This is an optimization exercise on Yosys and OpenROAD, whose aim is small area and a short achievable clock period, not a production implementation.
The RTL was checked by simulation tests, not by an equivalence proof against the original design.

## flow/design.v (module list and top-level ports; edited modules follow where they fit)
// module approx_err_booth_enc: 55 lines
// module approx_err_mul_a: 1850 lines
// module approx_err_mul_b: 345 lines
// module approx_err_add: 27 lines
// module approx_err_monitor: 173 lines
module approx_err_monitor
#(
  parameter int WINDOW = 1024,
  parameter int CNT_W  = 32,
  parameter int SUM_W  = 80
) (
  input  logic              clk,
  input  logic              rst_n,
  input  logic              start,
  input  logic              in_valid,
  output logic              in_ready,
  input  logic [approx_err_pkg::OP_W-1:0]   a,
  input  logic [approx_err_pkg::OP_W-1:0]   b,
  input  logic [approx_err_pkg::PROD_W-1:0] approx_y,
  output logic              busy,
  output logic              rpt_valid,
  input  logic              rpt_ready,
  output logic [CNT_W-1:0]  err_count,
  output logic [SUM_W-1:0]  err_sum,
  output logic [approx_err_pkg::PROD_W-1:0] err_max,
  output logic [approx_err_pkg::OP_W-1:0]   err_max_a,
  output logic [approx_err_pkg::OP_W-1:0]   err_max_b,
  output logic [CNT_W-1:0]  sample_count
);
  // ...
==> flow/flow/run.sh <==
#!/bin/bash
# The standard layout (standard.sh), with the resizer's setup repair aiming for a margin of
# 6.5 ns below the 10 ns clock period instead of 0, so that it sizes and buffers the datapath
# for a period of about 3.5 ns. The make log goes to standard_flow.log; each ORFS step keeps its
# own log under orfs/logs/.
set -euo pipefail
bash standard.sh SETUP_SLACK_MARGIN=6.5 TNS_END_PERCENT=100 finish > standard_flow.log 2>&1
==> flow/standard.sh <==
#!/bin/bash
# synth_recipe.tcl (not shown) runs the flow's synth.tcl, then flattens the netlist and writes it again
# the make line also repeats each setting of config.mk as NAME=value (left out here)
make -C /OpenROAD-flow-scripts/flow DESIGN_CONFIG=/design/flow/config.mk WORK_HOME=/design/flow/orfs CLKGATE_MAP_FILE= SYNTH_SCRIPT=/design/flow/synth_recipe.tcl "${@:-finish}"
==> flow/config.mk <==
export PLATFORM = sky130hd
export DESIGN_NAME = approx_err_monitor
export DESIGN_NICKNAME = approx_err_monitor
export VERILOG_FILES = /design/flow/design.v
export SDC_FILE = /design/flow/constraint.sdc
export NUM_CORES = 4
export LEC_CHECK = 0
export CAP_MARGIN = 20
export CORE_MARGIN = 2
export CORE_UTILIZATION = 40
export SLEW_MARGIN = 20
==> flow/constraint.sdc <==
create_clock -name core_clock -period 10.0 [get_ports {clk}]
set_input_delay 2.0000 -clock core_clock [delete_from_list [all_inputs] [get_ports {clk}]]
set_output_delay 2.0000 -clock core_clock [all_outputs]
set_load 0.01 [all_outputs]
==> key figures, run 1 <==
Yosys
  • Post-Synth XOR/XNOR Area: 12.9%
  • Synth warnings: 10
  • Post-synthesis sequential area ratio: 28.1%
  • Fraction of registers with async set or reset after synthesis: 0%
  • Synth Flop Type: dfxtp_1
  • Synth Area per Inst: 9.56 sq um
  • Main combinational cell family by area after synthesis: adder cells
  • Distinct cell type count after synthesis: 75

Clocking
  • TritonCTS Buffers: 94
  • Clock-pin slew on the worst setup and hold paths: 0.06 ns

Route
  • Uppermost layer routed: met5

Status
  • Status: no timing/DRC/antenna violations

Cells and area
  • Top reg by flops: h1
  • Non-Filler Instances: 8,168
  • Number of diodes: 3
  • Area of the multi-input gates: 0.0375 sq mm
  • Max FFs per register: between 150 and 200
  • Net count, final: 7,273

Floorplan
  • Initial Util: between 40% and 50%

Hold path
  • Classification of the worst-slack hold path: flop to flop

Worst setup path
  • Worst Path Buf+Inv: 3
  • Worst path slowest cell: fa_2
  • R2R cell count: 17

Timing
  • Fin crit share: about two fifths
  • Final Hold Fails: 0
  • Rel. slew slack: 30.2%

GRT
  • Grt ovf: 0
  • Largest net degree at the start of global routing: 81
==> module approx_err_monitor, before the edit <==
module approx_err_monitor
#(
  parameter int WINDOW = 1024,
  parameter int CNT_W  = 32,
  parameter int SUM_W  = 80
) (
  input  logic              clk,
  input  logic              rst_n,
  input  logic              start,
  input  logic              in_valid,
  output logic              in_ready,
  input  logic [approx_err_pkg::OP_W-1:0]   a,
  input  logic [approx_err_pkg::OP_W-1:0]   b,
  input  logic [approx_err_pkg::PROD_W-1:0] approx_y,
  output logic              busy,
  output logic              rpt_valid,
  input  logic              rpt_ready,
  output logic [CNT_W-1:0]  err_count,
  output logic [SUM_W-1:0]  err_sum,
  output logic [approx_err_pkg::PROD_W-1:0] err_max,
  output logic [approx_err_pkg::OP_W-1:0]   err_max_a,
  output logic [approx_err_pkg::OP_W-1:0]   err_max_b,
  output logic [CNT_W-1:0]  sample_count
);
  localparam int IDX_W = 10;   
  localparam int HI_W  = IDX_W;
  localparam int FLUSH = 7;
  logic             acc_q;       
  logic             rdy_q;       
  logic             busy_q;
  logic             rv_q;        
  logic             clr_q;       
  logic             v0, v1, v2;  
  logic [FLUSH-1:0] fin;         
  logic [IDX_W-1:0] cnt;         
  logic             fire, last;
  assign in_ready  = rdy_q;
  assign busy      = busy_q;
  assign rpt_valid = rv_q;
  assign fire      = in_valid & acc_q;
  assign last      = fire & (cnt == IDX_W'(WINDOW - 1));
  always_ff @(posedge clk) begin
    if (!rst_n) begin
      acc_q  <= 1'b0;
      rdy_q  <= 1'b0;
      busy_q <= 1'b0;
      rv_q   <= 1'b0;
      clr_q  <= 1'b0;
      v0     <= 1'b0;
      v1     <= 1'b0;
      v2     <= 1'b0;
      fin    <= '0;
    end else begin
      clr_q <= ~busy_q & start;
      v0    <= fire;
      v1    <= v0;
      v2    <= v1;
      fin   <= {fin[FLUSH-2:0], last};
      if (~busy_q & start) begin
        acc_q  <= 1'b1;
        rdy_q  <= 1'b1;
        busy_q <= 1'b1;
      end
      if (last) begin
        acc_q <= 1'b0;
        rdy_q <= 1'b0;
      end
      if (fin[FLUSH-1]) rv_q <= 1'b1;
      if (rv_q & rpt_ready) begin
        rv_q   <= 1'b0;
        busy_q <= 1'b0;
      end
    end
  end
  always_ff @(posedge clk) begin
    if (!acc_q) cnt <= '0;
    else if (in_valid) cnt <= cnt + 1'b1;
  end
  logic [31:0] a0, b0;
  logic [63:0] y0;
  logic [15:0] one, two, sg, one0, two0, sg0;
  approx_err_booth_enc u_enc (.b(b), .one(one), .two(two), .sg(sg));
  always_ff @(posedge clk) begin
    a0   <= a;
    b0   <= b;
    y0   <= approx_y;
    one0 <= one;
    two0 <= two;
    sg0  <= sg;
  end
  logic [approx_err_pkg::HEAP_W-1:0] h0, h1;
  logic [31:0] a1, b1;
  approx_err_mul_a u_mul_a (.a(a0), .one(one0), .two(two0), .sg(sg0), .b31(b0[31]), .y(y0), .h(h0));
  always_ff @(posedge clk) begin
    h1 <= h0;
    a1 <= a0;
    b1 <= b0;
  end
  logic [64:0] ps, pc, t1, t2;
  logic [31:0] a2, b2;
  logic        t_co;
  logic        nz2;
  logic [64:0] zc;
  assign zc = (ps ^ pc) ^ {ps[63:0] | pc[63:0], 1'b0};
  approx_err_mul_b u_mul_b (.h(h1), .s(ps), .c(pc));
  approx_err_add #(.N(65), .L(7)) u_cpa (.x(ps), .y(pc), .ci(1'b0), .s(t1), .co(t_co));
  always_ff @(posedge clk) begin
    t2  <= t1;
    nz2 <= |zc;
    a2  <= a1;
    b2 <= b1;
  end
  logic [IDX_W:0] ec;
  logic [63:0]    mx;
  logic [31:0]    ma, mb;
  logic        neg, nz, gt;
  logic [63:0] x, d, inc, nmx;
  assign neg = t2[64];
  assign x   = t2[63:0] ^ {64{neg}};
  assign inc = ~t2[63:0] + 64'd1;
  assign d   = neg ? inc : t2[63:0];
  assign nz  = nz2;
  logic [63:0] nt;
  logic        gt_p, gt_n;
  assign nmx = ~mx;
  assign nt  = ~t2[63:0];
  approx_err_add #(.N(64), .L(6)) u_cmp_p (.x(t2[63:0]), .y(nmx), .ci(1'b0), .s(), .co(gt_p));
  approx_err_add #(.N(64), .L(6)) u_cmp_n (.x(nt),       .y(nmx), .ci(1'b1), .s(), .co(gt_n));
  assign gt = neg ? gt_n : gt_p;
  logic [63:0]    lo;       
  logic [3:1]     cy;       
  logic           cy_hi;    
  logic [HI_W-1:0] hi;
  logic [63:0]    xv;
  logic [63:0]    lo_n;
  logic [3:0]     co;
  assign xv = v2 ? x : 64'd0;
  approx_err_add #(.N(16), .L(4)) u_ch0 (.x(lo[15:0]),  .y(xv[15:0]),  .ci(v2 & neg), .s(lo_n[15:0]),  .co(co[0]));
  approx_err_add #(.N(16), .L(4)) u_ch1 (.x(lo[31:16]), .y(xv[31:16]), .ci(cy[1]),    .s(lo_n[31:16]), .co(co[1]));
  approx_err_add #(.N(16), .L(4)) u_ch2 (.x(lo[47:32]), .y(xv[47:32]), .ci(cy[2]),    .s(lo_n[47:32]), .co(co[2]));
  approx_err_add #(.N(16), .L(4)) u_ch3 (.x(lo[63:48]), .y(xv[63:48]), .ci(cy[3]),    .s(lo_n[63:48]), .co(co[3]));
  always_ff @(posedge clk) begin
    if (clr_q) begin
      ec    <= '0;
      mx    <= '0;
      ma    <= '0;
      mb    <= '0;
      lo    <= '0;
      cy    <= '0;
      cy_hi <= 1'b0;
      hi    <= '0;
    end else begin
      lo    <= lo_n;
      cy    <= co[2:0];
      cy_hi <= co[3];
      hi    <= hi + HI_W'(cy_hi);
      if (v2) begin
        ec <= ec + (IDX_W+1)'(nz);
        if (gt) begin
          mx <= d;
          ma <= a2;
          mb <= b2;
        end
      end
    end
  end
  assign err_count    = CNT_W'(ec);
  assign err_sum      = SUM_W'({hi, lo});
  assign err_max      = mx;
  assign err_max_a    = ma;
  assign err_max_b    = mb;
  assign sample_count = CNT_W'(WINDOW);
endmodule
==> inputs of run 2 (changes only) <==
--- a/flow/design.v
+++ b/flow/design.v
@@ -2306,13 +2306,13 @@
 );
   localparam int IDX_W = 10;   
   localparam int HI_W  = IDX_W;
-  localparam int FLUSH = 7;
+  localparam int FLUSH = 8;
   logic             acc_q;       
   logic             rdy_q;       
   logic             busy_q;
   logic             rv_q;        
   logic             clr_q;       
-  logic             v0, v1, v2;  
+  logic             v0, v1, v2, v3;  
   logic [FLUSH-1:0] fin;         
   logic [IDX_W-1:0] cnt;         
   logic             fire, last;
@@ -2331,12 +2331,14 @@
       v0     <= 1'b0;
       v1     <= 1'b0;
       v2     <= 1'b0;
+      v3     <= 1'b0;
       fin    <= '0;
     end else begin
       clr_q <= ~busy_q & start;
       v0    <= fire;
       v1    <= v0;
       v2    <= v1;
+      v3    <= v2;
       fin   <= {fin[FLUSH-2:0], last};
       if (~busy_q & start) begin
         acc_q  <= 1'b1;
@@ -2378,37 +2380,34 @@
     a1 <= a0;
     b1 <= b0;
   end
-  logic [64:0] ps, pc, t1, t2;
+  logic [64:0] ps, pc, s2, c2;
   logic [31:0] a2, b2;
-  logic        t_co;
-  logic        nz2;
-  logic [64:0] zc;
-  assign zc = (ps ^ pc) ^ {ps[63:0] | pc[63:0], 1'b0};
   approx_err_mul_b u_mul_b (.h(h1), .s(ps), .c(pc));
-  approx_err_add #(.N(65), .L(7)) u_cpa (.x(ps), .y(pc), .ci(1'b0), .s(t1), .co(t_co));
   always_ff @(posedge clk) begin
-    t2  <= t1;
-    nz2 <= |zc;
-    a2  <= a1;
+    s2 <= ps;
+    c2 <= pc;
+    a2 <= a1;
     b2 <= b1;
   end
+  logic [64:0] t;
+  logic [63:0] x3;
+  logic        neg3;
+  logic [31:0] a3, b3;
+  assign t = s2 + c2;
+  always_ff @(posedge clk) begin
+    x3   <= t[63:0] ^ {64{t[64]}};
+    neg3 <= t[64];
+    a3   <= a2;
+    b3   <= b2;
+  end
   logic [IDX_W:0] ec;
   logic [63:0]    mx;
   logic [31:0]    ma, mb;
-  logic        neg, nz, gt;
-  logic [63:0] x, d, inc, nmx;
-  assign neg = t2[64];
-  assign x   = t2[63:0] ^ {64{neg}};
-  assign inc = ~t2[63:0] + 64'd1;
-  assign d   = neg ? inc : t2[63:0];
-  assign nz  = nz2;
-  logic [63:0] nt;
-  logic        gt_p, gt_n;
-  assign nmx = ~mx;
-  assign nt  = ~t2[63:0];
-  approx_err_add #(.N(64), .L(6)) u_cmp_p (.x(t2[63:0]), .y(nmx), .ci(1'b0), .s(), .co(gt_p));
-  approx_err_add #(.N(64), .L(6)) u_cmp_n (.x(nt),       .y(nmx), .ci(1'b1), .s(), .co(gt_n));
-  assign gt = neg ? gt_n : gt_p;
+  logic           nz, gt;
+  logic [63:0]    d;
+  assign d  = x3 + {63'd0, neg3};
+  assign nz = neg3 | (|x3);
+  assign gt = {x3, neg3} > {mx, 1'b0};
   logic [63:0]    lo;       
   logic [3:1]     cy;       
   logic           cy_hi;    
@@ -2416,8 +2415,8 @@
   logic [63:0]    xv;
   logic [63:0]    lo_n;
   logic [3:0]     co;
-  assign xv = v2 ? x : 64'd0;
-  approx_err_add #(.N(16), .L(4)) u_ch0 (.x(lo[15:0]),  .y(xv[15:0]),  .ci(v2 & neg), .s(lo_n[15:0]),  .co(co[0]));
+  assign xv = v3 ? x3 : 64'd0;
+  approx_err_add #(.N(16), .L(4)) u_ch0 (.x(lo[15:0]),  .y(xv[15:0]),  .ci(v3 & neg3), .s(lo_n[15:0]),  .co(co[0]));
   approx_err_add #(.N(16), .L(4)) u_ch1 (.x(lo[31:16]), .y(xv[31:16]), .ci(cy[1]),    .s(lo_n[31:16]), .co(co[1]));
   approx_err_add #(.N(16), .L(4)) u_ch2 (.x(lo[47:32]), .y(xv[47:32]), .ci(cy[2]),    .s(lo_n[47:32]), .co(co[2]));
   approx_err_add #(.N(16), .L(4)) u_ch3 (.x(lo[63:48]), .y(xv[63:48]), .ci(cy[3]),    .s(lo_n[63:48]), .co(co[3]));
@@ -2436,12 +2435,12 @@
       cy    <= co[2:0];
       cy_hi <= co[3];
       hi    <= hi + HI_W'(cy_hi);
-      if (v2) begin
-        ec <= ec + (IDX_W+1)'(nz);
+      if (v3 && nz) ec <= ec + 1'b1;
+      if (v3) begin
         if (gt) begin
           mx <= d;
-          ma <= a2;
-          mb <= b2;
+          ma <= a3;
+          mb <= b3;
         end
       end
     end
==> flow/flow/run.sh (replaced) <==
#!/bin/bash
# The standard layout (standard.sh) with two changes to how it is made:
#  - the resizer's setup repair aims for a margin of 6.5 ns below the 10 ns clock period instead
#    of 0, so that it sizes and buffers the datapath for a period of about 3.5 ns;
#  - every input and output port still gets its own buffer, but a buf_1 instead of the
#    clkdlybuf4s50_1 that buffer_ports picks by default.
# The make log goes to standard_flow.log; each ORFS step keeps its own log under orfs/logs/.
set -euo pipefail
bash standard.sh SETUP_SLACK_MARGIN=6.5 TNS_END_PERCENT=100 \
  "BUFFER_PORTS_ARGS=-buffer_cell sky130_fd_sc_hd__buf_1" finish > standard_flow.log 2>&1
==> run 2 against run 1 <==
Maximum frequency increased by 21%. Global-route usage decreased by 0.89 points. Critical endpoint is now err_max[41]. Largest cell class unchanged. Design area shrank 3.4%. Critical path depth decreased by 16.
==> key figures, run 2 <==
Timing
  • Hold_ws: 0.319 ns
  • Fin crit share: 34.5% (-7.2 points)
  • Final Hold Fails: 0 (unchanged)
  • Final WS setup: approximately 6.6 ns
  • RSZ-0062 raised after global routing: yes
  • Sum of negative setup slack: 0 ns
  • Final setup violation count: 0
  • Rel. slew slack: 34.1% (+3.8 points)
  • Worst clock skew: 0.0485 ns
  • Worst-margin pin slew: 0.980 ns
  • Max-slew violation count: 0
  • Fin crit period: between 3 and 4 ns
  • Fmax: 0.290 GHz

Clocking
  • Clock-pin slew on the worst setup and hold paths: 0.06 ns (about the same)
  • Sink Count: between 900 and 1,000
  • Hold_buf cts: 0
  • Skew-Pair Late Insertion Delay: 0.77 ns
  • CTS tree: yes
  • Root buffer cell: clkbuf_16
  • Htree depth: 3
  • Clk buf depth: 3
  • TritonCTS Buffers: 109 (+16%)

Status
  • Status: no timing/DRC/antenna violations

Route
  • Wire length per cell: 23.9 microns
  • DR vias/cell: 5.46
  • First-pass detailed-route iteration total: 8
  • Residual DRC count: 0
  • ANT nets after route: 0
  • Via count: 43,500
  • Drt first-iter violations: 4,598
  • Drt total wl: 191,000 microns

Worst setup path
  • R2r startpoint: s2[20]
  • R2R cell count: 11 (-6)
  • Worst path slowest cell: dfxtp_1
  • RR Endpoint: x3[63]
  • CP cell instances: buf_1
  • Cell count along the critical path: 1
  • Worst path max stage delay: 0.36 ns
  • Largest delay contributor family on the critical path: flip-flops
  • Maximum fanout along the worst path: 3
  • CP startpoint kind: flop
  • WS Path Type: flop to output pin
  • WP data required: approximately 8.0 ns
  • Worst setup path endpoint: err_max[41]
  • Critical path capture point type: output pin
  • Worst Path Buf+Inv: 1 (-2)
  • Worst setup path start: mx[41]
  • Flop-to-flop setup slack: 6.56 ns
  • Worst path arrival time: 1.45 ns

Yosys
  • Yosys top cell by area: dfxtp_1
  • Synthesis-stage register bit count: 998
  • Distinct cell type count after synthesis: 72 (-4.0%)
  • Post-Synthesis Cells: 5,796
  • Count leader, synth: dfxtp_1
  • Synth warnings: 4 (-6)
  • Top cells by area, synth: dfxtp_1 (35%), fa_1 (18%), xnor2_1 (9.6%)
  • Post-synth EDFFs: 0
  • Fraction of registers with async set or reset after synthesis: 0% (unchanged)
  • Post-synthesis sequential area ratio: 34.5% (+6.4 points)
  • Most common library cells after synthesis: dfxtp_1 (998), inv_1 (726), xnor2_1 (636), fa_1 (533), a22oi_1 (497)
  • Synth Area per Inst: 9.98 sq um (+4.4%)
  • Mapped cell area: approximately 0.058 sq mm
  • Yosys top cell area share: 34.5%
  • Synth Flop Type: dfxtp_1

Floorplan
  • # IOs: roughly 410
  • Initial Util: 40.3% (-0.049 points)
  • Die Wd: roughly 380 microns
  • Die height: 384 microns
  • Full die area: 0.148 sq mm
  • Core area: 0.143 sq mm
  • Rows: 139

GRT
  • Vias in the first global route: around 44,000
  • Antenna violations before repair: 5
  • Largest net degree at the start of global routing: 69 (-15%)
  • First-pass GRT wire length: between 200,000 and 300,000 microns
  • Gr usage total: 25.2%
  • Grt ovf: 0 (unchanged)

Place
  • Placer Congestion: 0.905
  • Detailed placer's ending HPWL: about 120,000 microns
  • DP Worst Slack: 5.35 ns
  • Port Buffers: 348

Cells and area
  • Max FFs per register: 193 (unchanged)
  • Net count, final: 6,914 (-4.9%)
  • Final core utilization: a little under half
  • Layout area overhead: 13.6%
  • Layout cells sized above 1: under 10%
  • Commonest non-fill, non-tap cell in the layout: dfxtp_1
  • Fillers: 13,500
  • Most frequent cells in the layout: dfxtp_1 (939), inv_1 (722), xnor2_1 (631)
  • Biggest registers after layout: h1: 193 flops, c2: 65 flops, s2: 65 flops
  • Top reg by flops: h1

Hold path
  • Classification of the worst-slack hold path: flop to flop
  • Worst hold start: a1[9]

Flow run
  • Max cap viols: 0
run 2: changes by cell type after synthesis, sizes merged, moves of 29 or more:
cell / delta
nor2: -114
dfxtp: +195
ha: -124
a21oi: +122
nand3: +101
xnor2: +35
o21ai: +29
mux2i: -68
inv: -198
xor2: -108
run 2: what timing repair did:
item | 4_1_cts | 5_1_grt
setup endpoints to repair | 350 | 238
buffers inserted | 15 | 16
pin swaps | 8 | 15
resized for setup | 97 | 116
cloned | 8 | 8
run 2: area by class of cell:
class / instances / area (sq um) / share of cell area (%)
diodes: 2 / 5.00 / 0.00762
clock buffers: 142 / 3000 / 4.57
clock inverters: 64 / 948 / 1.44
inverters: 738 / 2830 / 4.30
multi-input cells: 3660 / 33700 / 51.3
flip-flops and latches: 998 / 20100 / 30.7
well taps: 1903 / 2380 / 3.62
repair buffers: 457 / 2680 / 4.08
run 2: per-stage QoR:
step                area, sq um  instances
finish                    65700       7964
global route              65700       7962
CTS                       65000       7938
detailed placement        60300       7709
global placement          60300       7709
floorplan                 58000       5853
run 2: logic make-up after synthesis:
group / after synthesis / synth area share (%)
compound gates: 1186 / 13.7
xor+xnor: 776 / 11.9
fa+ha+maj: 817 / 24.6
buf+inv: 1197 / 8.25
flops: 998 / 34.5
mux: 2 / 0.0346
other cells: 2 / 0.0130
simple gates: 818 / 7.02
run 2: worst min path at each step:
stage | endpoint | slack [ns] | cells past startpoint
after floorplan | a2[0] | 0.31 | 0
after global placement | b3[18] | 0.31 | 0
after detailed placement | a2[15] | 0.31 | 0
after CTS | b2[13] | 0.32 | 0
after global routing | b2[13] | 0.32 | 0
final | a2[9] | 0.32 | 0
run 2: per-layer routing:
layer | global-route usage [%] | part of all wire [%] | up-vias
li1 | - | - | 19300
met1 | 33.0 | 40 | 21000
met2 | 37.9 | 43 | 2555
met3 | 7.51 | 11 | 638
met4 | 11.8 | 5.5 | 4
met5 | 0 | 0.014 | -
==> inputs of run 3 (changes only) <==
--- a/flow/design.v
+++ b/flow/design.v
@@ -2380,20 +2380,29 @@
     a1 <= a0;
     b1 <= b0;
   end
-  logic [64:0] ps, pc, s2, c2;
+  logic [64:0] ps, pc;
+  logic [32:0] lo_t;
+  logic [31:0] tl2;
+  logic        cl2;
+  logic [32:0] sh2, ch2;
   logic [31:0] a2, b2;
   approx_err_mul_b u_mul_b (.h(h1), .s(ps), .c(pc));
+  assign lo_t = {1'b0, ps[31:0]} + {1'b0, pc[31:0]};
   always_ff @(posedge clk) begin
-    s2 <= ps;
-    c2 <= pc;
-    a2 <= a1;
-    b2 <= b1;
+    tl2 <= lo_t[31:0];
+    cl2 <= lo_t[32];
+    sh2 <= ps[64:32];
+    ch2 <= pc[64:32];
+    a2  <= a1;
+    b2  <= b1;
   end
+  logic [33:0] hi_t;
   logic [64:0] t;
   logic [63:0] x3;
   logic        neg3;
   logic [31:0] a3, b3;
-  assign t = s2 + c2;
+  assign hi_t = {sh2, 1'b1} + {ch2, cl2};
+  assign t    = {hi_t[33:1], tl2};
   always_ff @(posedge clk) begin
     x3   <= t[63:0] ^ {64{t[64]}};
     neg3 <= t[64];
==> run 3 against run 2 <==
Design area shrank 3.9%. Non-clock buffer count is 34 lower.
==> key figures, run 3 <==
Status
  • Status: no timing/DRC/antenna violations

Timing
  • Final setup violation count: 0 (unchanged)
  • Fin crit share: 34.4% (-0.11 points)
  • Worst-margin pin slew: 0.973 ns (-0.00759 ns)
  • Hold_ws: 0.320 ns (+0.0000290 ns)
  • Fin crit period: 3.44 ns (-0.0111 ns)
  • Fmax: 0.291 GHz (+0.32%)
  • Max-slew violation count: 0 (unchanged)
  • Sum of negative setup slack: 0 ns (unchanged)
  • Final Hold Fails: 0 (unchanged)
  • RSZ-0062 raised after global routing: yes
  • Worst clock skew: 0.0384 ns (-0.0101 ns)
  • Rel. slew slack: 35.2% (+1.1 points)

Clocking
  • Sink Count: 967 (-3.1%)
  • Hold_buf cts: 0 (unchanged)
  • Clock-pin slew on the worst setup and hold paths: 0.07 ns (about the same)
  • Clk buf depth: 3 (unchanged)
  • CTS tree: yes
  • Htree depth: 3 (unchanged)
  • TritonCTS Buffers: 104 (-4.6%)
  • Root buffer cell: clkbuf_16
  • Skew-Pair Late Insertion Delay: 0.74 ns (-0.03 ns)

Worst setup path
  • Worst path arrival time: 4.03 ns (+2.58 ns)
  • Flop-to-flop setup slack: 6.56 ns (about the same)
  • Critical path capture point type: flop
  • WS Path Type: flop to flop
  • Maximum fanout along the worst path: 32 (+29)
  • WP data required: 10.59 ns (+2.59 ns)
  • R2R cell count: 8 (-3)
  • R2r startpoint: one0[7]
  • CP startpoint kind: flop
  • Worst setup path start: one0[7]
  • RR Endpoint: h1[137]

Route
  • First-pass detailed-route iteration total: 6 (-2)
  • Residual DRC count: 0 (unchanged)
  • DR vias/cell: 5.28 (-3.4%)
  • Drt first-iter violations: 3,972 (-14%)
  • Via count: 40,700 (-6.5%)
  • Wire length per cell: 23.0 microns (-3.9%)
  • ANT nets after route: 0 (unchanged)
  • Drt total wl: 177,000 microns (-7.0%)

Place
  • Detailed placer's ending HPWL: 116,000 microns (-5.9%)
  • Placer Congestion: 0.894 (-1.2%)
  • Port Buffers: 348 (unchanged)
  • Post-DP Area: 0.0590 sq mm (-2.1%)
  • DP Cell Count: 7,496 (-2.8%)

Yosys
  • Post-Synthesis Cells: 5,563 (-4.0%)
  • Post-synth EDFFs: 0 (unchanged)
  • Post-synthesis sequential area ratio: 34.3% (-0.23 points)
  • Synthesis-stage register bit count: 967 (-3.1%)
  • Synth Flop Type: dfxtp_1
  • Most common library cells after synthesis: dfxtp_1 (967), inv_1 (728), xnor2_1 (652), fa_1 (534), a22oi_1 (497)
  • Yosys top cell area share: 34.3% (-0.23 points)
  • Mapped cell area: 0.0564 sq mm (-2.5%)
  • Count leader, synth: dfxtp_1
  • Distinct cell type count after synthesis: 67 (-6.9%)
  • Fraction of registers with async set or reset after synthesis: 0% (unchanged)
  • Synth warnings: 4 (unchanged)
  • Synth Area per Inst: 10.1 sq um (+1.6%)
  • Top cells by area, synth: dfxtp_1 (34%), fa_1 (19%), xnor2_1 (10%)
  • Yosys top cell by area: dfxtp_1

Cells and area
  • Net count, final: 6,689 (-3.3%)
  • Fin area: 0.0631 sq mm (-3.9%)
  • Most frequent cells in the layout: dfxtp_1 (919), inv_1 (725), xnor2_1 (652)
  • Max FFs per register: 193 (unchanged)
  • Layout cells sized above 1: 5.69% (-1.8 points)
  • Fillers: 13,300 (-1.7%)
  • Top reg by flops: h1
  • Commonest non-fill, non-tap cell in the layout: dfxtp_1
  • Non-Filler Instances: 7,703 (-3.3%)
  • Layout area overhead: 11.9%

GRT
  • Antenna violations before repair: 3 (-2)
  • Grt ovf: 0 (unchanged)
  • Gr usage total: 23.9% (-1.2 points)
  • Vias in the first global route: 41,400 (-6.1%)
  • First-pass GRT wire length: 262,000 microns (-6.5%)
  • Largest net degree at the start of global routing: 71 (+2.9%)

Flow run
  • Max cap viols: 0 (unchanged)

Hold path
  • Worst Hold Path EP: b2[29]
  • Worst hold stages: 0 (unchanged)
  • Classification of the worst-slack hold path: flop to flop
  • Worst hold start: b1[29]

Floorplan
  • Initial Util: 40.4% (+0.070 points)
  • Die height: 380 microns (-1.2%)
  • Full die area: 0.144 sq mm (-2.4%)
  • Core area: 0.140 sq mm (-2.6%)
  • # IOs: 408 (unchanged)
  • Die Wd: 380 microns (-1.2%)
  • Rows: 137 (-1.4%)
-- run 3: layer usage --
layer  vias up  part of all wire (%)  GRT usage, %
met4         2                   4.8          10.1
met1     19700                    41          31.7
li1      18300                     -             -
met5         -                0.0039             0
met3       487                    11          6.65
met2      2224                    43          36.7
-- run 3: worst max-delay path, stage by stage (launching register included) --
cell     delay [ns]
dfxtp_4        0.75
a22oi_1        0.22
xnor2_1        0.20
fa_1           0.56
inv_1          0.06
fa_1           0.42
fa_1           0.41
fa_1           0.39
ha_1           0.28
-- run 3: worst max-delay path by stage --
stage | to | depth (start not counted)
6_report | h1[137] | 8
5_1_grt | cy[3] | 14
4_1_cts | h1[137] | 9
3_5_place_dp | ma[5] | 11
3_3_place_gp | mb[26] | 11
2_1_floorplan | h1[62] | 9
-- run 3: through the flow --
stage | worst slack (ns) | util (%)
floorplan | 6.63 | -
global placement | 5.60 | 42.3
detailed placement | 5.52 | 42.3
CTS | 6.50 | 45.0
global route | 6.33 | 45.2
finish | 6.56 | 45.2
-- run 3: logic make-up (layout without fill, tap and decap cells) --
family                     after synthesis  count (layout)  share of synthesized area [%]
buffers and inverters                 1150            1351                           8.10
xor gates and xnor gates               787             787                           12.3
DFF                                    967             967                           34.3
adders and majority gates              818             818                           25.3
muxes                                   69              69                           1.22
other                                    2              64                         0.0133
AOI/OAI and AO/OA                      939             940                           11.8
and+or+nand+nor                        831             831                           7.03
-- run 3: final cells by class --
cell class / count / area [sq um] / share of cell area, %
clock inverter: 51 / 644 / 1.02
clock buffer: 139 / 2890 / 4.57
multi-input combinational: 3504 / 32800 / 51.9
timing repair buffer: 423 / 2150 / 3.41
inverter: 738 / 2810 / 4.45
tap: 1876 / 2350 / 3.72
sequential: 967 / 19500 / 30.9
antenna: 5 / 12.5 / 0.0198
-- run 3: repair_timing --
action                                  CTS  global route
buffers inserted                          3             3
gates resized for setup                  66            45
endpoints found under the setup margin  262           128
gates cloned                              2             4
pin swaps                                 2             1
==> inputs of run 4 (changes only) <==
==> flow/flow/run.sh (replaced) <==
#!/bin/bash
# The standard layout (standard.sh) with three changes to how it is made:
#  - the resizer's setup repair aims for a margin of 6.5 ns below the 10 ns clock period instead
#    of 0, so that it sizes and buffers the datapath for a period of about 3.5 ns;
#  - every input and output port still gets its own buffer, but a buf_1 instead of the
#    clkdlybuf4s50_1 that buffer_ports picks by default;
#  - a core utilization of 50% instead of 40%, for shorter wires.
# The make log goes to standard_flow.log; each ORFS step keeps its own log under orfs/logs/.
set -euo pipefail
bash standard.sh SETUP_SLACK_MARGIN=6.5 TNS_END_PERCENT=100 CORE_UTILIZATION=50 \
  "BUFFER_PORTS_ARGS=-buffer_cell sky130_fd_sc_hd__buf_1" finish > standard_flow.log 2>&1
==> run 4 against run 3 <==
Worst hold slack worse by 0.0056 ns. Flip-flop and latch count unchanged. Maximum frequency down 1.7%. Critical path type unchanged. Via count about the same. Synthesized cell count unchanged. Design area down 0.76%. Clock-buffer cell count down 2. Area after synthesis unchanged. Sequential share of layout area up 0.30 points.
==> key figures, run 4 <==
Status
  • Status: no timing/DRC/antenna violations

Yosys
  • Yosys top cell area share: 34.3% (unchanged)
  • Distinct cell type count after synthesis: 67 (unchanged)
  • Synthesis-stage register bit count: 967 (unchanged)
  • Mapped cell area: 0.0564 sq mm (unchanged)
  • Top cells by area, synth: dfxtp_1 (34%), fa_1 (19%), xnor2_1 (10%)
  • Post-Synthesis Cells: 5,563 (unchanged)
  • Post-synth EDFFs: 0 (unchanged)
  • Count leader, synth: dfxtp_1
  • Synth Area per Inst: 10.1 sq um (unchanged)
  • Synth Flop Type: dfxtp_1
  • Synth warnings: 4 (unchanged)
  • Most common library cells after synthesis: dfxtp_1 (967), inv_1 (728), xnor2_1 (652), fa_1 (534), a22oi_1 (497)
  • Fraction of registers with async set or reset after synthesis: 0% (unchanged)
  • Post-synthesis sequential area ratio: 34.3% (unchanged)
  • Yosys top cell by area: dfxtp_1

Floorplan
  • Full die area: 0.116 sq mm (-20%)
  • Die height: 340 microns (-10%)
  • Die Wd: 340 microns (-10%)
  • Rows: 123 (-10%)
  • Initial Util: 50.3% (+9.9 points)
  • # IOs: 408 (unchanged)
  • Core area: 0.112 sq mm (-20%)

GRT
  • Gr usage total: 28.8% (+4.9 points)
  • Antenna violations before repair: 2 (-1)
  • First-pass GRT wire length: 254,000 microns (-2.9%)
  • Largest net degree at the start of global routing: 133 (+87%)
  • Grt ovf: 0 (unchanged)
  • Vias in the first global route: 41,300 (-0.46%)

Worst setup path
  • Critical path capture point type: flop
  • Worst path arrival time: 4.07 ns (+0.04 ns)
  • WS Path Type: flop to flop
  • Maximum fanout along the worst path: 34 (+6.3%)
  • CP startpoint kind: flop
  • WP data required: 10.58 ns (about the same)
  • R2R cell count: 9 (+1)

Cells and area
  • Max FFs per register: 193 (unchanged)
  • Layout cells sized above 1: 5.68% (about the same)
  • Fillers: 9,982 (-25%)
  • Layout area overhead: 11.1%
  • Net count, final: 6,671 (-0.27%)
  • Most frequent cells in the layout: dfxtp_1 (911), inv_1 (723), xnor2_1 (650)
  • Top reg by flops: h1
  • Commonest non-fill, non-tap cell in the layout: dfxtp_1

Timing
  • Final setup violation count: 0 (unchanged)
  • Fmax: 0.286 GHz (-1.7%)
  • Sum of negative setup slack: 0 ns (unchanged)
  • Final Hold Fails: 0 (unchanged)
  • Worst clock skew: 0.0292 ns (-0.00919 ns)
  • Final WS setup: 6.50 ns (-0.0596 ns)
  • Max-slew violation count: 0 (unchanged)
  • Rel. slew slack: 33.9% (-1.3 points)
  • RSZ-0062 raised after global routing: no
  • Fin crit period: 3.50 ns (+0.0596 ns)
  • Worst-margin pin slew: 0.984 ns (+0.0115 ns)
  • Fin crit share: 35.0% (+0.60 points)

Route
  • Wire length per cell: 23.1 microns (+0.35%)
  • First-pass detailed-route iteration total: 7 (+1)
  • Via count: 40,700 (+0.084%)
  • Residual DRC count: 0 (unchanged)
  • Drt first-iter violations: 3,545 (-11%)
  • Drt total wl: 169,000 microns (-4.8%)
  • DR vias/cell: 5.57 (+5.5%)
  • ANT nets after route: 0 (unchanged)

Clocking
  • Hold_buf cts: 0 (unchanged)
  • Sink Count: 967 (unchanged)
  • Clock-pin slew on the worst setup and hold paths: 0.06 ns (about the same)
  • Root buffer cell: clkbuf_16
  • TritonCTS Buffers: 103 (-0.96%)
  • Htree depth: 3 (unchanged)
  • Clk buf depth: 3 (unchanged)
  • Skew-Pair Late Insertion Delay: 0.71 ns (-0.03 ns)
  • CTS tree: yes

Hold path
  • Classification of the worst-slack hold path: flop to flop
  • Worst hold stages: 0 (unchanged)

Place
  • DP Worst Slack: 5.59 ns (+0.0694 ns)
  • Port Buffers: 348 (unchanged)
  • Placer Congestion: 0.882 (-1.4%)
  • Detailed placer's ending HPWL: 111,000 microns (-4.3%)

Flow run
  • Max cap viols: 0 (unchanged)
-- run 4: through the flow --
step | cell area (sq um) | hold slack [ns] | utilization, % | instances
6_report | 62600 | 0.314 | 55.8 | 7307
5_1_grt | 62600 | 0.328 | 55.8 | 7305
3_3_place_gp | 58400 | 0.310 | 52.1 | 7102
3_5_place_dp | 58400 | 0.312 | 52.1 | 7102
2_1_floorplan | 56600 | 0.310 | - | 5620
4_1_cts | 62400 | 0.316 | 55.6 | 7296
-- run 4: critical path, stage by stage, from the launching register on --
cell and delay, ns:
dfxtp_2 0.31, buf_4 0.50, a22oi_1 0.23, xnor2_2 0.27, fa_1 0.54, inv_1 0.06, fa_1 0.49, inv_1 0.06
fa_1 0.40, fa_1 0.45
-- run 4: routing by layer --
layer	GRT usage, %	part of all wire (%)	vias to the layer above	routed length [microns]
li1	-	-	18300	-
met1	38.6	41	19600	69300
met4	12.7	5.1	2	8650
met2	44.2	43	2312	72800
met5	0.163	0.0071	-	12
met3	7.23	11	519	18100
-- run 4: kinds of logic (layout without fill, tap and decap cells) --
kind of cell	after synthesis	after routing	synth area share, %
buf+inv	1150	1332	8.10
flops	967	967	34.3
mux	69	69	1.22
xor+xnor	787	787	12.3
other cells	2	61	0.0133
simple gates	831	831	7.03
fa+ha+maj	818	818	25.3
compound gates	939	942	11.8
-- run 4: worst paths after layout --
path           from  slack (ns)  endpoint
max          a0[22]        6.50   h1[140]
min          a2[29]        0.31    a3[29]
max reg2reg  a0[22]        6.50   h1[140]
min reg2reg  a2[29]        0.31    a3[29]
-- run 4: repair_timing --
action | in CTS | in global routing
resized for setup | 60 | 44
endpoints found under the setup margin | 336 | 148
gates cloned | 4 | 1
pin swaps | 1 | 3
setup buffers | 0 | 8
-- run 4: final cells by class --
cell class                      count  area, sq um  area share (%)
Inverter                          738         2810            4.49
Multi-Input combinational cell   3506        32800            52.4
Antenna cell                        2         5.00         0.00799
Tap cell                         1500         1880            3.00
Clock buffer                      137         2900            4.62
Clock inverter                     53          774            1.24
Sequential cell                   967        19500            31.2
Timing Repair Buffer              404         1910            3.05
==> inputs of run 5 (changes only) <==
==> flow/flow/run.sh (replaced) <==
#!/bin/bash
# The standard layout (standard.sh) with three changes to how it is made:
#  - the resizer's setup repair aims for a margin of 6.5 ns below the 10 ns clock period instead
#    of 0, so that it sizes and buffers the datapath for a period of about 3.5 ns;
#  - every input and output port still gets its own buffer, but a buf_1 instead of the
#    clkdlybuf4s50_1 that buffer_ports picks by default;
#  - clock-tree sink clusters of up to 25 flip-flops within 80 um (CTS_CLUSTER_SIZE and
#    CTS_CLUSTER_DIAMETER), which needs fewer clock buffers.
# The make log goes to standard_flow.log; each ORFS step keeps its own log under orfs/logs/.
set -euo pipefail
bash standard.sh SETUP_SLACK_MARGIN=6.5 TNS_END_PERCENT=100 CTS_CLUSTER_SIZE=25 CTS_CLUSTER_DIAMETER=80 \
  "BUFFER_PORTS_ARGS=-buffer_cell sky130_fd_sc_hd__buf_1" finish > standard_flow.log 2>&1
==> run 5 against run 4 <==
Still clean. Die area grew 25%. Register-to-register slack gained 0.03 ns. Design area shrank 1.4%. Core utilization shrank 12 points. Synthesized cell count is the same. Global-route usage shrank 5.1 points. Worst hold slack gained 0.0072 ns. Largest cell class unchanged.
==> key figures, run 5 <==
Status
  • Status: no timing/DRC/antenna violations

Clocking
  • TritonCTS Buffers: 60 (-42%)
  • Skew-Pair Late Insertion Delay: 0.74 ns (+0.03 ns)
  • Clock-pin slew on the worst setup and hold paths: 0.10 ns (+0.04 ns)
  • Sink Count: 967 (unchanged)
  • Root buffer cell: clkbuf_16
  • Clk buf depth: 3 (unchanged)
  • Htree depth: 2 (-1)
  • CTS tree: yes

Floorplan
  • Die height: 380 microns (+12%)
  • Die Wd: 380 microns (+12%)
  • Rows: 137 (+11%)
  • # IOs: 408 (unchanged)
  • Core area: 0.140 sq mm (+25%)
  • Initial Util: 40.4% (-9.9 points)
  • Full die area: 0.144 sq mm (+25%)

Yosys
  • Synth Flop Type: dfxtp_1
  • Distinct cell type count after synthesis: 67 (unchanged)
  • Post-Synthesis Cells: 5,563 (unchanged)
  • Yosys top cell area share: 34.3% (unchanged)
  • Count leader, synth: dfxtp_1
  • Most common library cells after synthesis: dfxtp_1 (967), inv_1 (728), xnor2_1 (652), fa_1 (534), a22oi_1 (497)
  • Top cells by area, synth: dfxtp_1 (34%), fa_1 (19%), xnor2_1 (10%)
  • Post-synth EDFFs: 0 (unchanged)
  • Mapped cell area: 0.0564 sq mm (unchanged)
  • Fraction of registers with async set or reset after synthesis: 0% (unchanged)
  • Synthesis-stage register bit count: 967 (unchanged)
  • Yosys top cell by area: dfxtp_1
  • Synth warnings: 4 (unchanged)
  • Synth Area per Inst: 10.1 sq um (unchanged)
  • Post-synthesis sequential area ratio: 34.3% (unchanged)

Cells and area
  • Max FFs per register: 193 (unchanged)
  • Commonest non-fill, non-tap cell in the layout: dfxtp_1
  • Most frequent cells in the layout: dfxtp_1 (919), inv_1 (725), xnor2_1 (652)
  • Fin area: 0.0618 sq mm (-1.4%)
  • Layout cells sized above 1: 4.60% (-1.1 points)
  • Top reg by flops: h1
  • Net count, final: 6,646 (-0.37%)
  • Fillers: 13,400 (+34%)
  • Layout area overhead: 9.50%

Timing
  • RSZ-0062 raised after global routing: yes
  • Rel. slew slack: 29.8% (-4.1 points)
  • Hold_ws: 0.321 ns (+0.00720 ns)
  • Worst-margin pin slew: 1.05 ns (+0.0686 ns)
  • Final setup violation count: 0 (unchanged)
  • Fmax: 0.288 GHz (+0.79%)
  • Fin crit share: 34.7% (-0.27 points)
  • Fin crit period: 3.47 ns (-0.0274 ns)
  • Worst clock skew: 0.0486 ns (+0.0194 ns)
  • Final Hold Fails: 0 (unchanged)
  • Sum of negative setup slack: 0 ns (unchanged)
  • Max-slew violation count: 0 (unchanged)

Place
  • Port Buffers: 348 (unchanged)
  • Detailed placer's ending HPWL: 116,000 microns (+4.5%)
  • Post-DP Area: 0.0590 sq mm (+1.0%)
  • Placer Congestion: 0.894 (+1.4%)

Flow run
  • Max cap viols: 0 (unchanged)

Worst setup path
  • Flop-to-flop setup slack: 6.53 ns (+0.03 ns)
  • Worst setup path start: two0[15]
  • R2R cell count: 6 (-3)
  • Maximum fanout along the worst path: 32 (-5.9%)
  • WP data required: 10.61 ns (+0.03 ns)
  • RR Endpoint: h1[109]
  • Critical path capture point type: flop
  • WS Path Type: flop to flop
  • Worst path arrival time: 4.08 ns (about the same)
  • CP startpoint kind: flop
  • R2r startpoint: two0[15]
  • Worst setup path endpoint: h1[109]

Route
  • Wire length per cell: 23.2 microns (+0.49%)
  • First-pass detailed-route iteration total: 6 (-1)
  • Residual DRC count: 0 (unchanged)
  • ANT nets after route: 0 (unchanged)
  • Drt total wl: 177,000 microns (+4.7%)
  • Drt first-iter violations: 3,892 (+9.8%)
  • Via count: 40,300 (-0.96%)
  • DR vias/cell: 5.30 (-5.0%)

GRT
  • Antenna violations before repair: 4 (+2)
  • Grt ovf: 0 (unchanged)
  • Gr usage total: 23.7% (-5.1 points)
  • First-pass GRT wire length: 260,000 microns (+2.3%)
  • Largest net degree at the start of global routing: 71 (-47%)
  • Vias in the first global route: 41,000 (-0.61%)

Hold path
  • Classification of the worst-slack hold path: flop to flop
run 5: cell counts after synthesis:
No cell type changed its count.
run 5: timing repair:
item,in CTS,in global routing
hold buffers,0,0
buffers inserted,4,2
gates cloned,2,5
pin swaps,2,1
gates resized for setup,73,46
endpoints found under the setup margin,260,116
run 5: per-stage QoR:
step	std cells	util [%]	setup slack [ns]
floorplan	5620	-	6.63
global placement	7496	42.3	5.60
detailed placement	7496	42.3	5.52
CTS	7604	44.0	6.50
global route	7611	44.2	6.30
finish	7616	44.2	6.53
run 5: per-layer routing:
layer / track usage [%] / up-vias / share of wire, %
li1: - / 18200 / -
met1: 31.7 / 19600 / 42
met2: 36.6 / 2151 / 43
met3: 6.12 / 437 / 11
met4: 9.37 / 2 / 4.4
met5: 0 / - / 0.0040
run 5: cell type report:
class / instances / area, sq um / area share [%]
clock inverter: 38 / 576 / 0.932
sequential: 967 / 19500 / 31.6
timing repair buffer: 424 / 2190 / 3.55
inverter: 738 / 2820 / 4.56
tap: 1876 / 2350 / 3.80
antenna: 5 / 12.5 / 0.0203
clock buffer: 64 / 1550 / 2.51
multi-input combinational: 3504 / 32800 / 53.1
run 5: cells by family after synthesis:
logic type,after synthesis,synth area share (%)
buffers and inverters,1150,8.10
flip-flops,967,34.3
AO/OA/AOI/OAI,939,11.8
AND/OR/NAND/NOR,831,7.03
adder cells (fa/ha/maj),818,25.3
XOR/XNOR,787,12.3
multiplexers,69,1.22
other,2,0.0133
run 5: critical path, stage by stage, from the launching register on:
cell     delay [ns]
dfxtp_2        1.03
a22oi_1        0.24
xnor2_1        0.26
fa_1           0.46
fa_1           0.43
fa_1           0.42
fa_1           0.53
run 5: worst min-delay path by stage:
| stage | to | start | cells after the start |
|---|---|---|---|
| final | a3[24] | a2[24] | 0 |
| after global routing | a3[28] | a2[28] | 0 |
| after CTS | a3[28] | a2[28] | 0 |
| after detailed placement | a2[16] | a1[16] | 0 |
| after global placement | b2[23] | b1[23] | 0 |
| after floorplan | a2[0] | a1[0] | 0 |
==> inputs of run 6 (changes only) <==
==> flow/flow/run.sh (replaced) <==
#!/bin/bash
# The standard layout (standard.sh) with three changes to how it is made:
#  - the resizer's setup repair aims for a margin of 6.5 ns below the 10 ns clock period instead
#    of 0, so that it sizes and buffers the datapath for a period of about 3.5 ns;
#  - every input and output port still gets its own buffer, but a buf_1 instead of the
#    clkdlybuf4s50_1 that buffer_ports picks by default;
#  - clock-tree sink clusters of up to 30 flip-flops within 90 um (CTS_CLUSTER_SIZE and
#    CTS_CLUSTER_DIAMETER), which needs fewer clock buffers.
# The make log goes to standard_flow.log; each ORFS step keeps its own log under orfs/logs/.
set -euo pipefail
bash standard.sh SETUP_SLACK_MARGIN=6.5 TNS_END_PERCENT=100 CTS_CLUSTER_SIZE=30 CTS_CLUSTER_DIAMETER=90 \
  "BUFFER_PORTS_ARGS=-buffer_cell sky130_fd_sc_hd__buf_1" finish > standard_flow.log 2>&1
==> run 6 against run 5 <==
Still clean on timing, DRC and antenna. Maximum frequency increased by 0.16%. Global-route usage fell by 0.075 points. Cell count down 0.28%. Flip-flop and latch count unchanged. Register-to-register slack barely moved. Area after synthesis did not move. Clock skew up 0.015 ns. Wire length fell by 0.59%. Via count shrank 0.21%. Largest cell class unchanged. Highest routed layer unchanged.
==> key figures, run 6 <==
Status
  • Status: no timing/DRC/antenna violations

Worst setup path
  • WP data required: 10.57 ns (-0.04 ns)
  • WS Path Type: flop to flop
  • R2r startpoint: sg0[11]
  • CP startpoint kind: flop
  • R2R cell count: 9 (+3)
  • Maximum fanout along the worst path: 15 (-53%)
  • Worst setup path endpoint: h1[62]
  • Flop-to-flop setup slack: 6.54 ns (about the same)
  • RR Endpoint: h1[62]
  • Critical path capture point type: flop
  • Worst setup path start: sg0[11]
  • Worst path arrival time: 4.03 ns (-0.05 ns)

GRT
  • Gr usage total: 23.6% (-0.075 points)
  • Vias in the first global route: 40,900 (-0.37%)
  • First-pass GRT wire length: 260,000 microns (-0.24%)
  • Largest net degree at the start of global routing: 71 (unchanged)
  • Antenna violations before repair: 2 (-2)
  • Grt ovf: 0 (unchanged)

Yosys
  • Yosys top cell area share: 34.3% (unchanged)
  • Synth Flop Type: dfxtp_1
  • Top cells by area, synth: dfxtp_1 (34%), fa_1 (19%), xnor2_1 (10%)
  • Post-synth EDFFs: 0 (unchanged)
  • Synthesis-stage register bit count: 967 (unchanged)
  • Post-synthesis sequential area ratio: 34.3% (unchanged)
  • Fraction of registers with async set or reset after synthesis: 0% (unchanged)
  • Synth warnings: 4 (unchanged)
  • Most common library cells after synthesis: dfxtp_1 (967), inv_1 (728), xnor2_1 (652), fa_1 (534), a22oi_1 (497)
  • Synth Area per Inst: 10.1 sq um (unchanged)
  • Mapped cell area: 0.0564 sq mm (unchanged)
  • Post-Synthesis Cells: 5,563 (unchanged)
  • Count leader, synth: dfxtp_1
  • Yosys top cell by area: dfxtp_1
  • Distinct cell type count after synthesis: 67 (unchanged)

Clocking
  • Clk buf depth: 3 (unchanged)
  • Sink Count: 967 (unchanged)
  • Root buffer cell: clkbuf_16
  • CTS tree: yes
  • Hold_buf cts: 0 (unchanged)
  • Htree depth: 2 (unchanged)
  • TritonCTS Buffers: 50 (-17%)
  • Skew-Pair Late Insertion Delay: 0.70 ns (-0.04 ns)
  • Clock-pin slew on the worst setup and hold paths: 0.11 ns (about the same)

Timing
  • Max-slew violation count: 0 (unchanged)
  • Fmax: 0.289 GHz (+0.16%)
  • Final setup violation count: 0 (unchanged)
  • Fin crit share: 34.6% (-0.056 points)
  • Sum of negative setup slack: 0 ns (unchanged)
  • Rel. slew slack: 33.9% (+4.1 points)
  • RSZ-0062 raised after global routing: yes
  • Fin crit period: 3.46 ns (-0.00565 ns)
  • Final WS setup: 6.54 ns (+0.00565 ns)
  • Worst-margin pin slew: 0.991 ns (-0.0618 ns)
  • Worst clock skew: 0.0639 ns (+0.0152 ns)
  • Final Hold Fails: 0 (unchanged)

Flow run
  • Max cap viols: 0 (unchanged)

Cells and area
  • Layout area overhead: 8.94%
  • Most frequent cells in the layout: dfxtp_1 (919), inv_1 (725), xnor2_1 (652)
  • Layout cells sized above 1: 4.29% (-0.32 points)
  • Register area: 0.0195 sq mm (about the same)
  • Net count, final: 6,637 (-0.14%)
  • Max FFs per register: 193 (unchanged)
  • Area of the multi-input gates: 0.0328 sq mm (about the same)
  • Top reg by flops: h1
  • Final core utilization: 44.0% (-0.23 points)
  • Fillers: 13,400 (+0.37%)
  • Commonest non-fill, non-tap cell in the layout: dfxtp_1
  • Non-Filler Instances: 7,595 (-0.28%)

Floorplan
  • Die Wd: 380 microns (unchanged)
  • Full die area: 0.144 sq mm (unchanged)
  • Initial Util: 40.4% (unchanged)
  • Core area: 0.140 sq mm (unchanged)
  • # IOs: 408 (unchanged)
  • Die height: 380 microns (unchanged)
  • Rows: 137 (unchanged)

Route
  • ANT nets after route: 0 (unchanged)
  • First-pass detailed-route iteration total: 6 (unchanged)
  • Wire length per cell: 23.1 microns (-0.31%)
  • Via count: 40,200 (-0.21%)
  • Drt first-iter violations: 4,096 (+5.2%)
  • DR vias/cell: 5.30 (about the same)
  • Drt total wl: 176,000 microns (-0.59%)
  • Residual DRC count: 0 (unchanged)

Hold path
  • Worst hold stages: 0 (unchanged)
  • Classification of the worst-slack hold path: flop to flop

Place
  • Placer Congestion: 0.894 (unchanged)
  • Port Buffers: 348 (unchanged)
  • DP Worst Slack: 5.52 ns (unchanged)
  • DP Cell Count: 7,496 (unchanged)
  • Detailed placer's ending HPWL: 116,000 microns (unchanged)
-- run 6: timing repair --
item / in CTS / in global routing
gates cloned: 2 / 5
setup endpoints to repair: 256 / 106
pin swaps: 2 / 1
resized for setup: 74 / 46
setup buffers: 4 / 3
-- run 6: cell type report --
class	count	area share (%)
diodes	2	0.00814
clock buffers	53	2.07
clock inverters	30	0.890
inverters	738	4.58
multi-input cells	3504	53.3
flip-flops and latches	967	31.7
well taps	1876	3.82
repair buffers	425	3.57
-- run 6: worst min-delay path by stage --
stage / endpoint / slack [ns] / startpoint
2_1_floorplan: a2[0] / 0.31 / a1[0]
3_3_place_gp: b2[23] / 0.31 / b1[23]
3_5_place_dp: a2[16] / 0.31 / a1[16]
4_1_cts: a2[24] / 0.32 / a1[24]
5_1_grt: a2[24] / 0.33 / a1[24]
6_report: a2[24] / 0.31 / a1[24]
-- run 6: metal layers --
layer  vias to the layer above  track usage (%)  wire [microns]
li1                      18100                -               -
met1                     19500             31.7           73300
met2                      2157             36.5           75900
met3                       437             5.81           18700
met4                         2             9.47            7850
met5                         -                0               7
-- run 6: kinds of logic after synthesis --
logic type      synth area share [%]
mux                             1.22
flops                           34.3
other cells                   0.0133
fa+ha+maj                       25.3
xor+xnor                        12.3
buf+inv                         8.10
simple gates                    7.03
compound gates                  11.8
-- run 6: worst max-delay path: stages, from the launching register on --
cell,delay [ns]
dfxtp_1,0.31
buf_4,0.42
clkinvlp_4,0.18
buf_4,0.25
xnor2_1,0.26
fa_1,0.50
fa_1,0.50
inv_1,0.05
fa_1,0.41
fa_1,0.47
-- run 6: metrics by stage --
| step | area [sq um] | hold slack, ns |
|---|---|---|
| 6_report | 61500 | 0.314 |
| 4_1_cts | 61200 | 0.324 |
| 2_1_floorplan | 56600 | 0.310 |
| 3_5_place_dp | 59000 | 0.312 |
| 3_3_place_gp | 59000 | 0.310 |
| 5_1_grt | 61400 | 0.326 |
==> inputs of run 7 (changes only) <==
==> flow/flow/run.sh (replaced) <==
#!/bin/bash
# The standard layout (standard.sh) with three changes to how it is made:
#  - the resizer's setup repair aims for a margin of 6.4 ns below the 10 ns clock period instead
#    of 0, so that it sizes and buffers the datapath for a period of about 3.6 ns;
#  - every input and output port still gets its own buffer, but a buf_1 instead of the
#    clkdlybuf4s50_1 that buffer_ports picks by default;
#  - clock-tree sink clusters of up to 30 flip-flops within 90 um (CTS_CLUSTER_SIZE and
#    CTS_CLUSTER_DIAMETER), which needs fewer clock buffers.
# The make log goes to standard_flow.log; each ORFS step keeps its own log under orfs/logs/.
set -euo pipefail
bash standard.sh SETUP_SLACK_MARGIN=6.4 TNS_END_PERCENT=100 CTS_CLUSTER_SIZE=30 CTS_CLUSTER_DIAMETER=90 \
  "BUFFER_PORTS_ARGS=-buffer_cell sky130_fd_sc_hd__buf_1" finish > standard_flow.log 2>&1
==> run 7 against run 6 <==
Highest routed layer unchanged. Critical path type unchanged. Still clean on timing, DRC and antenna. Synthesized cell count unchanged. Clock skew is 0.0085 ns lower. Largest cell class unchanged.
==> key figures, run 7 <==
Status
  • Status: no timing/DRC/antenna violations

GRT
  • Vias in the first global route: 41,000 (+0.33%)
  • Largest net degree at the start of global routing: 107 (+51%)
  • Gr usage total: 23.3% (-0.32 points)
  • First-pass GRT wire length: 258,000 microns (-0.64%)
  • Grt ovf: 0 (unchanged)
  • Antenna violations before repair: 5 (+3)

Cells and area
  • Area of the multi-input gates: 0.0327 sq mm (about the same)
  • Layout area overhead: 8.26%
  • Layout cells sized above 1: 4.08% (-0.20 points)
  • Commonest non-fill, non-tap cell in the layout: dfxtp_1
  • Most frequent cells in the layout: dfxtp_1 (916), inv_1 (725), xnor2_1 (652)
  • Net count, final: 6,627 (-0.15%)
  • Top reg by flops: h1
  • Non-Filler Instances: 7,582 (-0.17%)
  • Fin area: 0.0611 sq mm (-0.63%)
  • Register area: 0.0195 sq mm (about the same)
  • Fillers: 13,500 (+0.51%)
  • Max FFs per register: 193 (unchanged)

Clocking
  • Root buffer cell: clkbuf_16
  • TritonCTS Buffers: 51 (+2.0%)
  • Skew-Pair Late Insertion Delay: 0.70 ns (about the same)
  • Clk buf depth: 3 (unchanged)
  • Sink Count: 967 (unchanged)
  • Hold_buf cts: 0 (unchanged)
  • CTS tree: yes
  • Clock-pin slew on the worst setup and hold paths: 0.11 ns (about the same)
  • Htree depth: 2 (unchanged)

Place
  • Placer Congestion: 0.888 (-0.75%)
  • Post-DP Area: 0.0590 sq mm (about the same)
  • Detailed placer's ending HPWL: 115,000 microns (-0.48%)
  • DP Worst Slack: 6.13 ns (+0.612 ns)
  • DP Cell Count: 7,490 (-0.080%)
  • Port Buffers: 348 (unchanged)

Worst setup path
  • Worst path max stage delay: 1.03 ns (+0.53 ns)
  • Flop-to-flop setup slack: 6.36 ns (-0.17 ns)
  • WS Path Type: flop to flop
  • Worst Path Buf+Inv: 1 (-3)
  • Worst path arrival time: 4.21 ns (+0.18 ns)
  • RR Endpoint: h1[137]
  • Critical path capture point type: flop
  • R2R cell count: 8 (-1)
  • Crit-path most repeated cell: fa_1
  • Cell count along the critical path: 8 (-1)
  • WP data required: 10.58 ns (about the same)
  • Worst setup path start: one0[11]
  • Worst path slowest cell: dfxtp_2
  • Largest delay contributor family on the critical path: adder cells
  • CP cell instances: a22oi_1 > xnor2_1 > fa_1 > inv_1 > fa_1 > fa_1 > fa_1 > ha_1
  • CP startpoint kind: flop
  • R2r startpoint: one0[11]
  • Maximum fanout along the worst path: 32 (+17)

Yosys
  • Yosys top cell by area: dfxtp_1
  • Mux share of post-synthesis cell area: 1.22% (unchanged)
  • Post-synthesis sequential area ratio: 34.3% (unchanged)
  • Synth Area per Inst: 10.1 sq um (unchanged)
  • Top cells by area, synth: dfxtp_1 (34%), fa_1 (19%), xnor2_1 (10%)
  • Mapped cell area: 0.0564 sq mm (unchanged)
  • Simple-gate area share of the yosys netlist: 7.03% (unchanged)
  • Synthesis-stage register bit count: 967 (unchanged)
  • Synth Flop Type: dfxtp_1
  • Fraction of the mapped netlist area in adder cells: 25.3% (unchanged)
  • Most common library cells after synthesis: dfxtp_1 (967), inv_1 (728), xnor2_1 (652), fa_1 (534), a22oi_1 (497)
  • Complex-gate fraction of the synthesized area: 11.8% (unchanged)
  • Yosys top cell area share: 34.3% (unchanged)
  • Post-Synth XOR/XNOR Area: 12.3% (unchanged)
  • Synth warnings: 4 (unchanged)
  • Fraction of registers with async set or reset after synthesis: 0% (unchanged)
  • Count leader, synth: dfxtp_1
  • Post-synth EDFFs: 0 (unchanged)
  • Main combinational cell family by area after synthesis: adder cells
  • Distinct cell type count after synthesis: 67 (unchanged)
  • Post-Synthesis Cells: 5,563 (unchanged)

Timing
  • Final setup violation count: 0 (unchanged)
  • Worst clock skew: 0.0554 ns (-0.00850 ns)
  • Sum of negative setup slack: 0 ns (unchanged)
  • Rel. slew slack: 28.4% (-5.6 points)
  • Fmax: 0.275 GHz (-4.8%)
  • Final Hold Fails: 0 (unchanged)
  • Fin crit period: 3.64 ns (+0.174 ns)
  • Fin crit share: 36.4% (+1.7 points)
  • Worst-margin pin slew: 1.07 ns (+0.0833 ns)
  • Final WS setup: 6.36 ns (-0.174 ns)
  • RSZ-0062 raised after global routing: yes
  • Hold_ws: 0.310 ns (-0.00381 ns)
  • Max-slew violation count: 0 (unchanged)

Route
  • Drt total wl: 172,000 microns (-2.2%)
  • Residual DRC count: 0 (unchanged)
  • Via count: 40,100 (-0.25%)
  • DR vias/cell: 5.29 (about the same)
  • First-pass detailed-route iteration total: 7 (+1)
  • Wire length per cell: 22.7 microns (-2.0%)
  • ANT nets after route: 0 (unchanged)
  • Drt first-iter violations: 3,850 (-6.0%)

Floorplan
  • Die height: 380 microns (unchanged)
  • Rows: 137 (unchanged)
  • # IOs: 408 (unchanged)
  • Core area: 0.140 sq mm (unchanged)
  • Die Wd: 380 microns (unchanged)
  • Initial Util: 40.4% (unchanged)
  • Full die area: 0.144 sq mm (unchanged)

Hold path
  • Worst hold start: a1[11]
  • Classification of the worst-slack hold path: flop to flop
  • Worst hold stages: 0 (unchanged)
  • Worst Hold Path EP: a2[11]

Flow run
  • Max cap viols: 0 (unchanged)
==> run 7: worst max-delay path by stage <==
stage	end	slack, ns
final	h1[137]	6.36
after global routing	cy[3]	6.32
after CTS	h1[137]	6.34
after detailed placement	h1[137]	6.13
after global placement	h1[75]	6.18
after floorplan	h1[46]	6.49
==> run 7: repair_timing <==
| item | in CTS | in global routing |
|---|---|---|
| buffers inserted | 0 | 7 |
| setup endpoints to repair | 165 | 187 |
| gates cloned | 0 | 2 |
| pin swaps | 0 | 2 |
| gates resized for setup | 18 | 51 |
==> run 7: cell type report <==
type                    instances  area share (%)
diodes                          1         0.00410
clock buffers                  52            2.11
clock inverters                30           0.818
inverters                     738            4.58
multi-input cells            3504            53.6
flip-flops and latches        967            31.9
well taps                    1876            3.84
repair buffers                414            3.08
==> run 7: cell families after synthesis <==
logic type	count (synthesis)
compound gates	939
xor+xnor	787
fa+ha+maj	818
buf+inv	1150
flops	967
mux	69
other cells	2
simple gates	831
==> run 7: metal layers <==
layer / wire, microns / up-vias / global-route usage [%]
met4: 7280 / 8 / 8.96
met1: 71900 / 19400 / 31.0
met2: 74600 / 2126 / 36.1
met3: 18100 / 480 / 6.42
li1: - / 18100 / -
met5: 45 / - / 0
==> run 7: stage by stage <==
stage	util (%)
detailed placement	42.2
finish	43.7
global route	43.7
floorplan	-
CTS	43.5
global placement	42.2

-- port drivers added, routing unchanged --
Ports are ideal in the flow. The routed layouts listed here were re-timed in OpenROAD. Step 1 (the two cells are an assumption about what drives the block):
set clk [get_ports {clk}]
set_driving_cell -lib_cell sky130_fd_sc_hd__clkbuf_16 $clk
set_driving_cell -lib_cell sky130_fd_sc_hd__buf_2 [delete_from_list [all_inputs] $clk]
Step 2 moves the port delays by t, midway between the first and last clock arrival at a register: inputs arrive t later, outputs are due t later. That takes back most of the time a late clock gives input paths. Three values: ideal, step 1, step 2; two values: the first two.
| run | t (ns) | setup WS [ns] | hold slack, ns | worst setup path after step 2 | pins driven straight from the clock port |
|---|---|---|---|---|---|
| run 1 | 0.787 | 5.835 / 5.835 / 5.835 | 0.320 / 0.320 / 0.320 | register to register | 1 |
| run 2 | 0.822 | 6.553 / 6.472 / 6.537 | 0.319 / 0.319 / 0.319 | input to register | 1 |
| run 3 | 0.794 | 6.564 / 6.508 / 6.564 | 0.320 / 0.320 / 0.320 | register to register | 1 |
| run 4 | 0.774 | 6.505 / 6.505 / 6.505 | 0.314 / 0.314 / 0.314 | register to register | 1 |
| run 5 | 0.789 | 6.532 / 6.481 / 6.532 | 0.321 / 0.321 / 0.321 | register to register | 1 |
| run 6 | 0.744 | 6.538 / 6.518 / 6.538 | 0.314 / 0.314 / 0.314 | register to register | 1 |
| run 7 | 0.752 | 6.364 / 6.364 / 6.364 | 0.310 / 0.310 / 0.310 | register to register | 1 |
After both steps setup and hold are still met in every run listed. The setup slack of run 2, which loses most, moves by -0.081 ns with the drivers and by -0.016 ns with both steps.
